This is an optimization exercise on Yosys and OpenROAD, whose aim is small area, a short achievable clock period and few clock cycles per item, not a production implementation. In this exercise RTL edits were held to simulation tests only and were not proved equivalent to the original. Power is estimated from default activity; no workload was simulated.

Setup of build 27:
// wav_header_chunk_parser
module wav_header_chunk_parser (
    input  logic        clk,
    input  logic        rst_n,
    input  logic        in_valid,
    output logic        in_stall,
    input  logic [7:0]  byte_value,
    input  logic        end_of_file,
    input  logic        cfg_valid,
    output logic        cfg_ready,
    input  logic [3:0]  cfg_data,
    output logic        out_valid,
    input  logic        out_stall,
    output logic        payload_valid,
    output logic [7:0]  payload_byte,
    output logic        payload_last,
    output logic [15:0] audio_format,
    output logic [15:0] num_channels,
    output logic [31:0] sample_freq,
    output logic [15:0] bits_per_sample,
    output logic [31:0] payload_size,
    output logic [2:0]  status
);
    logic [5:0]  pos_q;              
    logic        first_q;            
    logic        ph_h, ph_w, ph_p;   
    logic [2:0]  st_q;               
    logic [15:0] fmt_q, ch_q, bits_q;
    logic [31:0] rate_q, psize_q;
    logic [31:0] cnt_q;              
    logic [2:0]  hc_q;               
    logic        skip_q;             
    logic        match_q;            
    logic [3:0]  chunks_q;
    logic [3:0]  limit_q;
    logic        ov_q, pv_q, pl_q;
    logic [7:0]  pb_q;
    logic [5:0]  pos_n;
    logic [2:0]  st_n;
    logic        phh_n, phw_n, php_n;
    logic [2:0]  hc_n;
    logic        skip_n, match_n;
    logic [3:0]  chunks_n;
    logic        pv_n, pl_n;
    logic        hold, acc, take, src_eof;
    logic        a_v, a_eof, b_v, b_eof;
    logic [7:0]  a_d, b_d;
    logic        live, chk;
    logic [7:0]  d;
    logic [31:0] size;
    logic [31:0] cnt_dec;
    logic [3:0]  cz_q;               
    logic [3:0]  cz_n, brw;
    logic [3:0]  chunks_dec;
    logic [7:0]  in_d;
    logic        in_eof;
    logic        a_z, a_R, a_I, a_F, a_W, a_A, a_V, a_E, a_dd, a_a, a_t;
    logic        hdr_eq, id_eq;
    logic        p3, p11, p23, w7;
  ...
export LEC_CHECK = 0
export ABC_AREA = 1
export CAP_MARGIN = 20
export CORE_MARGIN = 2
export CORE_UTILIZATION = 55
export CTS_CLUSTER_DIAMETER = 100
export CTS_CLUSTER_SIZE = 25
export PLACE_DENSITY = 0.75
export SETUP_SLACK_MARGIN = 3.3
export SLEW_MARGIN = 20
create_clock -name core_clock -period 5.5 [get_ports {clk}]
standard.sh (not shown) runs the stock make flow with config.mk's settings and CLKGATE_MAP_FILE= SYNTH_SCRIPT=/design/flow/synth_recipe.tcl, a recipe that flattens the netlist after the stock synthesis.
==> flow/flow/run.sh <==
#!/bin/bash
# Standard ORFS layout, except that the port buffers use a small buffer cell
# (buf_1) instead of the delay-buffer cell buffer_ports picks by default;
# repair_design / repair_timing still resize them where needed.
set -euo pipefail
export BUFFER_PORTS_ARGS="-buffer_cell sky130_fd_sc_hd__buf_1"
bash standard.sh > standard.log 2>&1
Build 27 reached the end of the flow, and the finished layout is clean on the timing, design-rule and antenna checks.
Testbench counts of build 27, summed over its fixed seeds: cycles 34,680, items 34,664.
> inputs changed (build 27 -> build 86)
# build 27
export LEC_CHECK = 0
export ABC_AREA = 1
export CAP_MARGIN = 20
export CORE_MARGIN = 2
export CORE_UTILIZATION = 55
export CTS_CLUSTER_DIAMETER = 100
export CTS_CLUSTER_SIZE = 25
export PLACE_DENSITY = 0.75
export SETUP_SLACK_MARGIN = 3.3
export SLEW_MARGIN = 20
create_clock -name core_clock -period 5.5 [get_ports {clk}]
# build 86
export LEC_CHECK = 0
export CAP_MARGIN = 20
export CORE_MARGIN = 2
export CORE_UTILIZATION = 55
export CTS_CLUSTER_DIAMETER = 100
export CTS_CLUSTER_SIZE = 25
export SETUP_SLACK_MARGIN = 3.3
export SLEW_MARGIN = 20
create_clock -name core_clock -period 5.5 [get_ports {clk}]
==> comparison <==
- Diff build 27 -> build 86: minimum clock period went up 0.036 ns; layout overhead on the synthesized area flat; design area saw a decrease.
- Between build 86 and build 27, the sequential group power is higher for build 27.
- In build 86 relative to build 27, wire length after detailed routing had gone down by a few percent.
- Relative to build 27, the count of inverters not on the clock network in the layout measured on build 86 has decreased by more than half.
- From build 27 to build 86 the numbers moved as follows: number of clock buffer instances in the layout down 1; met1 capacity usage during global routing up 0.22 points.
- The final layout from build 27, which completed every stage, passed the timing, design-rule and antenna checks at the end of the flow.
- Build 86 did not stop at any stage, and its layout met the timing, design-rule and antenna checks.
diff inputs: build 86 => build 63
# build 86
export LEC_CHECK = 0
export CAP_MARGIN = 20
export CORE_MARGIN = 2
export CORE_UTILIZATION = 55
export CTS_CLUSTER_DIAMETER = 100
export CTS_CLUSTER_SIZE = 25
export SETUP_SLACK_MARGIN = 3.3
export SLEW_MARGIN = 20
create_clock -name core_clock -period 5.5 [get_ports {clk}]
# build 63
export LEC_CHECK = 0
export CAP_MARGIN = 5
export CORE_MARGIN = 2
export CORE_UTILIZATION = 55
export CTS_CLUSTER_DIAMETER = 60
export CTS_CLUSTER_SIZE = 30
export SETUP_SLACK_MARGIN = 3.3
export SLEW_MARGIN = 5
create_clock -name core_clock -period 5.5 [get_ports {clk}]
[summary]
Switching fraction of total power, build 86 and build 63: higher on build 63. [build 63 vs build 86] critical path depth: higher in build 63. Number of cells upsized or downsized after cts for build 63: 3.9% up relative to build 86. Delta (build 63 minus build 86): power per standard cell area rose by about 3%, worst path required time rose by 0.08 ns, worst setup slack saw a decrease, share of the cycle needed by the critical path after routing rose 0.18 points, global-route wire length before repair held steady.
> inputs changed (build 63 -> build 56)
# build 63
export LEC_CHECK = 0
export CAP_MARGIN = 5
export CORE_MARGIN = 2
export CORE_UTILIZATION = 55
export CTS_CLUSTER_DIAMETER = 60
export CTS_CLUSTER_SIZE = 30
export SETUP_SLACK_MARGIN = 3.3
export SLEW_MARGIN = 5
create_clock -name core_clock -period 5.5 [get_ports {clk}]
# build 56
export LEC_CHECK = 0
export ABC_AREA = 1
export CAP_MARGIN = 20
export CORE_MARGIN = 2
export CORE_UTILIZATION = 55
export CTS_CLUSTER_DIAMETER = 100
export CTS_CLUSTER_SIZE = 25
export SETUP_SLACK_MARGIN = 3.15
export SLEW_MARGIN = 20
create_clock -name core_clock -period 5.5 [get_ports {clk}]
Findings:
Y dimension of the die (build 56 over build 63): increase, about 0.46%
Compared to build 63, the router laid down more metal wire for build 56.
sky130_fd_sc_hd__nor3_1 as the slowest library cell on the worst path was reported by build 56, and sky130_fd_sc_hd__dfrtp_2 by build 63.
Build 56 vs. build 63: detailed-routing wirelength on met1 has increased; non-clock inverter count in the final layout increased by 85 relative to the old numbers; global-route total usage across every layer up 0.62 points; ratio of final minimum period to clock period shows no meaningful change; final period demand of the worst path shows an increase of 0.0054 ns.
Total power in build 56 is about 8% above build 63.
Worst ir drop on vdd on build 56 is down relative to build 63.
Highest clock rate: build 63 vs build 56 — no meaningful difference
The run showing the greater part of the power in the clock network is build 63.


== build 58 ==
Starting RTL as in the previous note.
clock: 5.5 ns
lec_check: 0
abc_area: 1
cap_margin: 20
core_margin: 2
core_utilization: 55
cts_cluster_diameter: 100
cts_cluster_size: 25
setup_slack_margin: 3.4
slew_margin: 20
tns_end_percent: 10
Scripts as last shown in full above: flow/flow/run.sh
Build 58 has completed all stages; timing, DRC and antenna checks passed.
Testbench counts of build 58, summed over its fixed seeds: cycles 34,680, items 34,664.
## Diff of input files: build 22 against build 58
# build 58
export LEC_CHECK = 0
export ABC_AREA = 1
export CAP_MARGIN = 20
export CORE_MARGIN = 2
export CORE_UTILIZATION = 55
export CTS_CLUSTER_DIAMETER = 100
export CTS_CLUSTER_SIZE = 25
export SETUP_SLACK_MARGIN = 3.4
export SLEW_MARGIN = 20
export TNS_END_PERCENT = 10
create_clock -name core_clock -period 5.5 [get_ports {clk}]
# build 22
export LEC_CHECK = 0
export CAP_MARGIN = 20
export CORE_MARGIN = 2
export CORE_UTILIZATION = 55
export SETUP_SLACK_MARGIN = 3.5
export SLEW_MARGIN = 20
create_clock -name core_clock -period 5.5 [get_ports {clk}]
==> comparison <==
- Run comparison: build 22 termination of the worst setup path ch0_q; build 58 termination of the worst setup path payload_byte[7]
- Area of the core region | build 22 below build 58
- Compared with build 58, build 22 shows a higher core occupancy in the finished layout.
- Cmp build 22 and build 58 / number of setup buffers added after CTS / lower: build 58
#### Input delta (build 97 over build 22)
# build 22
export LEC_CHECK = 0
export CAP_MARGIN = 20
export CORE_MARGIN = 2
export CORE_UTILIZATION = 55
export SETUP_SLACK_MARGIN = 3.5
export SLEW_MARGIN = 20
create_clock -name core_clock -period 5.5 [get_ports {clk}]
# build 97
export LEC_CHECK = 0
export CAP_MARGIN = 20
export CORE_MARGIN = 2
export CORE_UTILIZATION = 55
export SETUP_SLACK_MARGIN = 3.3
export SLEW_MARGIN = 20
create_clock -name core_clock -period 5.5 [get_ports {clk}]
Results
The slowest cell on the critical path comes out sky130_fd_sc_hd__dfstp_4 in one run and sky130_fd_sc_hd__dfrtp_2 in the other, namely in build 22 and build 97 respectively.
Re worst hold slack: build 97 is 0.014 ns up on build 22.
Total power delta (build 97 − build 22): favourable
Summary of build 97 over build 22: share of the final layout cell area in multi-input gates picked up an extra 0.26 points; global routing met2 resource utilization picked up an extra 1.1 points.
Share of flip-flops with an asynchronous set or reset across build 97 and build 22: no real change.
Routed wire in build 97 totals less than in build 22.
On number of vias in the routed layout, the lower figure sits with build 97, not build 22.
Final-layout fill cell count, build 97 and build 22: larger value in build 97
Build 22 -> build 97: detailed-route wire length per cell flat
Build 97 — cell internal power dissipation 0.37 mW lower, build 22 as reference

## what the ideal ports hide
The results above use ideal ports. As a check the final layouts listed here were re-extracted and re-timed, cells and wires unchanged.
Step 1 sets driving cells, clkbuf_16 on the clock port and buf_2 on the other inputs (assumed; they add their load-dependent delay and slew).
Step 2 moves the port delays by t, midway between the first and last clock arrival at a register: inputs arrive t later, outputs are due t later. That takes back most of the time a late clock gives input paths.
Three values: no drivers, after step 1, after step 2; two values: the first two.
| run | shift t [ns] | setup WS [ns] | hold WS [ns] | worst setup path after step 2 |
|---|---|---|---|---|
| build 27 | 0.507 | 3.306 / 3.262 / 2.960 | 0.460 / 0.460 / 0.460 | input to register |
| build 86 | 0.504 | 3.270 / 3.261 / 2.901 | 0.496 / 0.496 / 0.496 | input to register |
| build 63 | 0.520 | 3.260 / 3.250 / 2.931 | 0.490 / 0.490 / 0.490 | input to register |
| build 56 | 0.508 | 3.255 / 3.225 / 2.773 | 0.473 / 0.473 / 0.473 | input to register |
| build 58 | 0.511 | 3.305 / 3.259 / 2.985 | 0.484 / 0.484 / 0.484 | input to register |
| build 22 | 0.534 | 3.227 / 3.227 / 2.895 | 0.476 / 0.476 / 0.476 | input to register |
| build 97 | 0.537 | 3.257 / 3.235 / 2.916 | 0.490 / 0.490 / 0.490 | input to register |
After both steps every run listed still meets setup and hold. The setup slack of build 56, which loses most, moves by -0.030 ns with the drivers and by -0.482 ns with both steps.
